From an optimization exercise on the open Yosys and OpenROAD flow, aimed at small area, a short achievable clock period and few clock cycles; shortcuts taken in it are not production practice.
Function was checked by simulation only, so behaviour that the tests miss may differ from the original.
Power is estimated from default activity; no workload was simulated.

$ cat design/flow/config.mk
export PLATFORM = sky130hd
export DESIGN_NAME = rolling_hash_pattern_marker_core
export DESIGN_NICKNAME = rolling_hash_pattern_marker_core
export VERILOG_FILES = /design/flow/design.v
export SDC_FILE = /design/flow/constraint.sdc
export NUM_CORES = 4
export LEC_CHECK = 0
export CAP_MARGIN = 20
export CORE_MARGIN = 2
export CORE_UTILIZATION = 35
export PLACE_DENSITY = 0.5
export SLEW_MARGIN = 20
$ cat design/flow/constraint.sdc
create_clock -name core_clock -period 11.0 [get_ports {clock}]
set_input_delay 2.2000 -clock core_clock [delete_from_list [all_inputs] [get_ports {clock}]]
set_output_delay 2.2000 -clock core_clock [all_outputs]
set_load 0.01 [all_outputs]
$ cat design/flow/design.v
`timescale 1ns / 1ps
`default_nettype none
package rhpm_pkg;
   localparam logic [7:0] OPEN_MARK  = 8'h5B;
   localparam logic [7:0] CLOSE_MARK = 8'h5D;
   localparam logic [8:0]  SKIP_MAX  = 9'd511;
   localparam logic [15:0] TOTAL_MAX = 16'hFFFF;
endpackage
`default_nettype wire
`timescale 1ns / 1ps
`default_nettype none
module rolling_hash_pattern_marker_core (
   input  wire logic        clock,
   input  wire logic        reset,
   input  wire logic        req_valid,
   output logic             req_stall,
   input  wire logic [7:0]  req_text_byte,
   input  wire logic        req_end_of_line,
   input  wire logic        req_clear_total,
   output logic             rsp_valid,
   input  wire logic        rsp_stall,
   output logic [7:0]       rsp_out_byte,
   output logic             rsp_line_done,
   output logic             rsp_line_matched,
   output logic [15:0]      rsp_total_matches,
   input  wire logic        csr_valid,
   output logic             csr_ready,
   input  wire logic [2:0]  csr_index,
   input  wire logic [63:0] csr_data
);
   logic [7:0]  pat_ff [16];
   logic        pv_lo_ff, pv_hi_ff;
   logic [3:0]  mm1_ff;                  
   logic        hv_ff;
   logic [7:0]  hb_ff;
   logic        he_ff, hc_ff;
   logic [7:0]  w_ff [15];
   logic [14:0] dv_ff;
   logic [4:0]  fc_ff;                   
   logic [8:0]  skip_ff;
   logic        matched_ff;
   logic [15:0] total_ff;
   logic        busy_ff;
   logic        br_ff;                   
   logic        p0_ff;                   
   logic        cl_ff;                   
   logic        beol_ff;                 
   logic        bm_ff;                   
   logic [3:0]  kk_ff;
   logic        ov_ff;
   logic [7:0]  ob_ff;
   logic        od_ff, om_ff;
   assign csr_ready = 1'b1;
   assign req_stall = hv_ff | busy_ff;
   logic        out_free, accept, proc;
   logic [7:0]  c;
   logic        eol, clr;
   assign out_free = !ov_ff || !rsp_stall;
   assign accept   = req_valid && !hv_ff && !busy_ff;
   assign proc     = (hv_ff || req_valid) && !busy_ff && out_free;
   assign c        = hv_ff ? hb_ff : req_text_byte;
   assign eol      = hv_ff ? he_ff : req_end_of_line;
   assign clr      = hv_ff ? hc_ff : req_clear_total;
   logic [15:0] eq, dn;
   logic        cz, match;
   assign cz = (c == 8'd0);
   always_comb begin
      for (int i = 0; i < 16; i++) begin
         if ((i < 8) ? pv_lo_ff : pv_hi_ff) begin
            eq[i] = (c == pat_ff[i]);
         end else begin
            eq[i] = cz;
         end
      end
      dn[0] = eq[0];
      for (int i = 1; i < 16; i++) begin
         dn[i] = dv_ff[i-1] & eq[i];
      end
   end
   assign match = dn[mm1_ff];
   logic [4:0]  m, fc1, n;
   logic        full, s_lt_n, s_zero;
   logic [3:0]  i0;
   logic [9:0]  skip_sum;
   logic [8:0]  skip_a;
   assign m        = {1'b0, mm1_ff} + 5'd1;
   assign full     = (fc_ff >= {1'b0, mm1_ff});
   assign fc1      = full ? m : fc_ff + 5'd1;
   assign n        = fc1;
   assign s_zero   = (skip_ff == 9'd0);
   assign s_lt_n   = (skip_ff < {4'd0, n});
   assign i0       = 4'(n - 5'd1 - 5'(skip_ff));
   assign skip_sum = {1'b0, skip_ff} + {5'd0, m};
   assign skip_a   = skip_sum[9] ? rhpm_pkg::SKIP_MAX : skip_sum[8:0];
   logic [3:0]  idx;
   logic [7:0]  vbyte;
   assign idx   = busy_ff ? kk_ff : i0;
   assign vbyte = (idx == 4'd0) ? c : w_ff[idx - 4'd1];
   logic [7:0]  pat0;
   assign pat0 = pv_lo_ff ? pat_ff[0] : 8'd0;
   logic        ld;
   logic [7:0]  nb;
   logic        nd, nm;
   always_comb begin
      ld = 1'b0;
      nb = vbyte;
      nd = 1'b0;
      nm = 1'b0;
      if (busy_ff) begin
         ld = out_free;
         if (br_ff) begin
            if (p0_ff) begin
               nb = pat0;
            end else if (cl_ff) begin
               nb = rhpm_pkg::CLOSE_MARK;
               nd = beol_ff;
               nm = beol_ff;
            end
         end else begin
            nd = (kk_ff == 4'd1);
            nm = (kk_ff == 4'd1) && bm_ff;
         end
      end else if (proc) begin
         if (match) begin
            ld = 1'b1;
            nb = rhpm_pkg::OPEN_MARK;
         end else if (eol) begin
            ld = s_lt_n;
            nd = (i0 == 4'd0);
            nm = (i0 == 4'd0) && matched_ff;
         end else begin
            ld = full && s_zero;
         end
      end
   end
   always_ff @(posedge clock) begin
      if (csr_valid && (csr_index == 3'd0)) begin
         for (int k = 0; k < 8; k++) pat_ff[k] <= csr_data[8*k +: 8];
      end
      if (csr_valid && (csr_index == 3'd1)) begin
         for (int k = 0; k < 8; k++) pat_ff[8+k] <= csr_data[8*k +: 8];
      end
   end
   always_ff @(posedge clock) begin
      if (reset) begin
         pv_lo_ff <= 1'b0;
         pv_hi_ff <= 1'b0;
         mm1_ff   <= 4'd0;
      end else if (csr_valid) begin
         case (csr_index)
            3'd0: pv_lo_ff <= 1'b1;
            3'd1: pv_hi_ff <= 1'b1;
            3'd2: begin
               if (csr_data[4:0] == 5'd0) mm1_ff <= 4'd0;
               else if (csr_data[4]) mm1_ff <= 4'd15;
               else mm1_ff <= csr_data[3:0] - 4'd1;
            end
            default: ;
         endcase
      end
   end
   always_ff @(posedge clock) begin
      if (reset) begin
         hv_ff <= 1'b0;
      end else if (accept && !out_free) begin
         hv_ff <= 1'b1;
      end else if (proc) begin
         hv_ff <= 1'b0;
      end
      if (accept) begin
         hb_ff <= req_text_byte;
         he_ff <= req_end_of_line;
         hc_ff <= req_clear_total;
      end
   end
   always_ff @(posedge clock) begin
      if (proc) begin
         w_ff[0] <= c;
         for (int i = 1; i < 15; i++) w_ff[i] <= w_ff[i-1];
      end
   end
   always_ff @(posedge clock) begin
      if (reset) begin
         dv_ff      <= '0;
         fc_ff      <= '0;
         skip_ff    <= '0;
         matched_ff <= 1'b0;
         total_ff   <= '0;
      end else if (proc) begin
         if (clr && !match) begin
            total_ff <= '0;
         end else if (clr) begin
            total_ff <= 16'd1;
         end else if (match && (total_ff != rhpm_pkg::TOTAL_MAX)) begin
            total_ff <= total_ff + 16'd1;
         end
         if (eol) begin
            dv_ff      <= '0;
            fc_ff      <= '0;
            skip_ff    <= '0;
            matched_ff <= 1'b0;
         end else begin
            dv_ff <= dn[14:0];
            fc_ff <= fc1;
            if (match) begin
               matched_ff <= 1'b1;
               skip_ff    <= skip_a - 9'd1;
            end else if (full && !s_zero) begin
               skip_ff <= skip_ff - 9'd1;
            end
         end
      end
   end
   always_ff @(posedge clock) begin
      if (reset) begin
         busy_ff <= 1'b0;
      end else if (busy_ff) begin
         if (out_free) begin
            if (br_ff) begin
               if (cl_ff) busy_ff <= 1'b0;
            end else if (kk_ff == 4'd1) begin
               busy_ff <= 1'b0;
            end
         end
      end else if (proc) begin
         busy_ff <= match || (eol && s_lt_n && (i0 != 4'd0));
      end
      if (busy_ff) begin
         if (out_free) begin
            if (br_ff) begin
               p0_ff <= 1'b0;
               if (p0_ff) begin
                  cl_ff <= (kk_ff == 4'd0);
               end else if (!cl_ff) begin
                  cl_ff <= (kk_ff == 4'd1);
                  kk_ff <= kk_ff - 4'd1;
               end
            end else begin
               kk_ff <= kk_ff - 4'd1;
            end
         end
      end else if (proc) begin
         br_ff   <= match;
         p0_ff   <= 1'b1;
         cl_ff   <= 1'b0;
         beol_ff <= eol;
         bm_ff   <= matched_ff;
         kk_ff   <= match ? mm1_ff : i0;
      end
   end
   always_ff @(posedge clock) begin
      if (reset) begin
         ov_ff <= 1'b0;
      end else if (ld) begin
         ov_ff <= 1'b1;
      end else if (!rsp_stall) begin
         ov_ff <= 1'b0;
      end
      if (ld) begin
         ob_ff <= nb;
         od_ff <= nd;
         om_ff <= nm;
      end
   end
   assign rsp_valid         = ov_ff;
   assign rsp_out_byte      = ob_ff;
   assign rsp_line_done     = od_ff;
   assign rsp_line_matched  = om_ff;
   assign rsp_total_matches = total_ff;
endmodule
`default_nettype wire
$ cat design/flow/run.sh
#!/bin/bash
# synth_recipe.tcl (not shown) runs the flow's synth.tcl, then flattens the netlist and writes it again
# the make line also repeats each setting of config.mk as NAME=value (left out here)
make -C /OpenROAD-flow-scripts/flow DESIGN_CONFIG=/design/flow/config.mk WORK_HOME=/design/flow/orfs CLKGATE_MAP_FILE= SYNTH_SCRIPT=/design/flow/synth_recipe.tcl finish
==> flow_metrics.tcl <==
set metrics [dict create \
    antenna_left 0 \
    area_share_of_xor_xnor_cells_in_the_synthesized_design_pct 8.425 \
    max_slew_margin_pct 25.37 \
    worst_r2r_startpoint "mm1_ff[1]" \
    seq_area_frac_synth_pct 61.64 \
    cts_repair_resize_count 0 \
    grt.total_usage_pct 17.34 \
    cts_hold_buf 0 \
    start_util_pct 35.47 \
    critPathSlowestCell "sky130_fd_sc_hd__o21a_1" \
    synth-seq-cells 332 \
    synth_area_leaders "sky130_fd_sc_hd__edfxtp_1 54%, sky130_fd_sc_hd__dfxtp_1 7.2%, sky130_fd_sc_hd__xnor2_1 5.6%" \
    num_io_pins 111 \
    ys.flop_type "sky130_fd_sc_hd__edfxtp_1" \
    area_share_of_the_leading_cell_type_in_the_synthesized_netlist_pct 54.43 \
    vias 10091 \
    hpwl_mm 26.45 \
    wl_per_cell_microns 19.78 \
    critical-path-top-delay-family "compound AO/OA/AOI/OAI gates" \
    clock_sinks 332 \
    grt_pass1_wl_mm 59.77 \
    grt_start_max_net_pins 69 \
    drt_drc_violations_left 0 \
    row_count 76 \
    clk-insertion-delay-late_ns 0.56 \
    clk_root_buffer_cell "sky130_fd_sc_hd__clkbuf_16" \
    path_cells "inv_1 -> ha_1 -> a21o_1 -> a21o_1 -> a211oi_1 -> buf_4 -> mux2_2 -> ha_1 -> a21o_1 -> a21oi_1 -> xor2_1 -> o21a_1 -> mux2i_1 -> buf_4 -> a22o_1 -> a221oi_1 -> o21ai_0 -> o21ai_0 -> a21oi_1 -> a311o_1" \
    avgSynthCellArea_sq_um 12.48 \
    period_needed_ns 6.430 \
    cp.arrival_ns 6.75 \
    worst_case_setup_slack_after_placement_ns 3.840 \
    synth_compound_area_share_pct 10.91 \
    min_delay_path_depth 0 \
    final.setup.worst_slack_ns 4.570 \
    drive_above_1_share_pct 8.696 \
    regToRegEndpoint "ob_ff[3]" \
    fin_hold_ws_ns 0.4376 \
    regToRegSetupSlack_ns 4.57 \
    final_core_util_pct 42.80 \
    drt_via_density 5.135 \
    holdPathEnd "w_ff[14][2]" \
    worst-path-stages 20 \
    ctsLongestPathBuffers 3 \
    numPortBuffers 109 \
    finalMaxSlewViolations 0 \
    yosys.cell_types.count 75 \
    arithmetic_cell_share_of_the_synthesized_area_counting_full_adders_half_adders_and_majority_gates_pct 2.227 \
    asyncSetResetFlopFracSynth_pct 0 \
    crit_fanout 17 \
    ys_warnings 3 \
    worstMarginPinSlew_ns 1.110 \
    crit_required_ns 11.32 \
    design.final.nets 1457 \
    count_of_flip_flops_with_a_built_in_enable_after_synthesis 277 \
    post_synth_mux_area_share_pct 3.529 \
    fp.dieH_microns 213.0 \
    grt_setup_unrepaired "no" \
    postCtsSetupBuffers 0 \
    maximum_ir_drop_on_the_vdd_rail_uv 166.8 \
    h-tree-depth 2 \
    timing_worst_setup_path_type "flip-flop to flip-flop" \
    flow.area_growth_from_synthesis_pct 20.66 \
    skew_ns 0.02502 \
    timing.fmax_mhz 155.5 \
    synth_top_area_cell "sky130_fd_sc_hd__edfxtp_1" \
    drt_iter0_drc 601 \
    hold_class "flip-flop to flip-flop" \
    detailedRoute.firstPassIterationCount 5 \
    cell_area_after_synthesis_sq_um 15280 \
    static-leakage-power_nw 6.248 \
    synth_simple_gate_area_share_pct 10.57 \
    timing.final.crit_share_pct 58.45 \
    final_routed_wirelength_across_all_metal_layers_mm 38.87 \
    hold_viol 0 \
    placeableCoreArea_sq_um 43080 \
    largest_family_of_logic_cells_by_synthesized_area "compound AO/OA/AOI/OAI gates" \
    inserted_diodes 0 \
    outcome "no timing/DRC/antenna violations" \
    tritoncts.num_buffers 39 \
    mostFrequentLayoutCell "sky130_fd_sc_hd__edfxtp_1" \
    end_kind "flip-flop" \
    critPathMostFrequentCell "sky130_fd_sc_hd__a21o_1" \
    postSynthNetCount 1332 \
    layout_common_cells "277 x sky130_fd_sc_hd__edfxtp_1, 109 x sky130_fd_sc_hd__clkdlybuf4s50_1, 97 x sky130_fd_sc_hd__xnor2_1" \
    r2r.worst_path.cells 20 \
    worstHoldStart "w_ff[13][2]" \
    clk_transition_reported_paths_ns 0.06 \
    setup_tns_ns 0 \
    synth_cells 1224 \
    worstPathBufferInverterCount 3 \
    maxCapViolations 0 \
    gp_congestion 0.8526 \
    setup-violations-final 0 \
    width_of_the_chip_microns 213.0 \
    worst_path_largest_cell_delay_ns 0.81 \
    tritoncts_clock_tree "done" \
    area_of_the_die_sq_um 45350 \
    antenna_found_initial 0 \
    startpoint_type_of_the_worst_setup_path "flip-flop" \
    grt_pass1_vias 10198 \
    power_density_nw_per_um2 273.5 \
    remaining_global_route_overflow 0 \
]
-- cells in the mapped netlist, types with 6 or more instances --
cell type	instances
sky130_fd_sc_hd__edfxtp_1	277
sky130_fd_sc_hd__xnor2_1	97
sky130_fd_sc_hd__nand2_1	85
sky130_fd_sc_hd__nor2_1	84
sky130_fd_sc_hd__a21oi_1	68
sky130_fd_sc_hd__dfxtp_1	55
sky130_fd_sc_hd__o21ai_0	51
sky130_fd_sc_hd__xor2_1	50
sky130_fd_sc_hd__inv_1	43
sky130_fd_sc_hd__mux2i_1	37
sky130_fd_sc_hd__nor4_1	34
sky130_fd_sc_hd__clkbuf_1	31
sky130_fd_sc_hd__nand3_1	29
sky130_fd_sc_hd__ha_1	24
sky130_fd_sc_hd__a22oi_1	19
sky130_fd_sc_hd__nand4_1	19
sky130_fd_sc_hd__o31ai_1	15
sky130_fd_sc_hd__nor3_1	14
sky130_fd_sc_hd__a21boi_0	12
sky130_fd_sc_hd__buf_2	11
sky130_fd_sc_hd__or4_1	11
sky130_fd_sc_hd__and3_1	8
sky130_fd_sc_hd__nor2b_1	8
sky130_fd_sc_hd__a21o_1	7
sky130_fd_sc_hd__a221oi_1	7
sky130_fd_sc_hd__a22o_1	7
sky130_fd_sc_hd__o21a_1	6
sky130_fd_sc_hd__o22ai_1	6
-- cells by family after synthesis --
family / Yosys count
AOI/OAI and AO/OA: 251
xor gates and xnor gates: 147
adders and majority gates: 26
buffers and inverters: 95
DFF: 332
muxes: 47
other: 1
and+or+nand+nor: 325
-- worst register-to-register path, cell delays in order, from the launching register on --
cell and delay (ns):
sky130_fd_sc_hd__dfxtp_1 0.62, sky130_fd_sc_hd__inv_1 0.18, sky130_fd_sc_hd__ha_1 0.32, sky130_fd_sc_hd__a21o_1 0.16, sky130_fd_sc_hd__a21o_1 0.17, sky130_fd_sc_hd__a211oi_1 0.23, sky130_fd_sc_hd__buf_4 0.21, sky130_fd_sc_hd__mux2_2 0.38
sky130_fd_sc_hd__ha_1 0.30, sky130_fd_sc_hd__a21o_1 0.18, sky130_fd_sc_hd__a21oi_1 0.17, sky130_fd_sc_hd__xor2_1 0.42, sky130_fd_sc_hd__o21a_1 0.81, sky130_fd_sc_hd__mux2i_1 0.37, sky130_fd_sc_hd__buf_4 0.27, sky130_fd_sc_hd__a22o_1 0.20
sky130_fd_sc_hd__a221oi_1 0.22, sky130_fd_sc_hd__o21ai_0 0.16, sky130_fd_sc_hd__o21ai_0 0.39, sky130_fd_sc_hd__a21oi_1 0.14, sky130_fd_sc_hd__a311o_1 0.28
-- per-stage QoR --
| step | instances | cell area [sq um] | total power [W] |
|---|---|---|---|
| detailed placement | 1893 | 17160 | 0.003785 |
| finish | 1965 | 18440 | 0.005043 |
| floorplan | 1224 | 15280 | 0.003082 |
| CTS | 1965 | 18430 | 0.005088 |
| global placement | 1893 | 17160 | 0.003782 |
| global route | 1965 | 18440 | 0.005334 |
-- worst max-delay path by stage --
stage	start	endpoint	slack (ns)
floorplan	csr_index[2]	pat_ff[0][0]	1.34
global placement	req_text_byte[0]	ov_ff	3.93
detailed placement	req_text_byte[0]	ov_ff	3.84
CTS	req_text_byte[0]	ov_ff	4.40
global route	mm1_ff[1]	ob_ff[3]	4.22
finish	mm1_ff[1]	ob_ff[3]	4.57
-- layout make-up --
class / instances / area (sq um)
clock buffer: 45 / 998.5
clock inverter: 27 / 277.8
fill: 4020 / 24640
inverter: 44 / 167.7
multi-input combinational: 797 / 5557
sequential: 332 / 9419
tap: 585 / 732.0
timing repair buffer: 135 / 1286
-- registers in the layout, summed over array words and instances, names as in the netlist, 4 cells and up --
name,cells
dv_ff,15
fc_ff,5
hb_ff,8
kk_ff,4
mm1_ff,4
ob_ff,8
pat_ff,128
skip_ff,9
total_ff,16
w_ff,120
-- layer usage --
metal / wire, microns / global-route usage [%]
met2: 18080 / 27.80
met1: 17790 / 23.30
met3: 2015 / 3.501
met5: 0 / 0
met4: 988 / 6.294
-- power by group --
group | total (W) | internal, W | switching [W]
Sequential | 0.00192 | 0.00175 | 0.000174
Clock | 0.00128 | 0.000753 | 0.000530
Combinational | 0.00184 | 0.000681 | 0.00116
Testbench counts, summed over its fixed seeds: cycles 19,763.

## afterwards: timing with drivers on the ports
No port has a modelled driver above. Below, the same layout with a new extraction and two added sets of constraints.
Step 1 sets driving cells, clkbuf_16 on the clock port and buf_2 on the other inputs (assumed; they add their load-dependent delay and slew).
Step 2 adds t to the input delays and takes it off the output delays; t is the mean of the earliest and latest rising clock arrival at the registers after step 1. Input paths then give back, and output paths get back, about the clock's delay inside the block.
Three values: ideal, step 1, step 2; two values: the first two.
t, ns: 0.608
setup slack, ns: 4.570 / 4.570 / 4.110
worst setup path at the end: input to register
worst slew at a driven data input, ns: 0.04
cell pins on the clock port's net: 1
After both steps this run still meets setup and hold. The setup slack of this run moves by 0.000 ns with the drivers and by -0.460 ns with both steps.
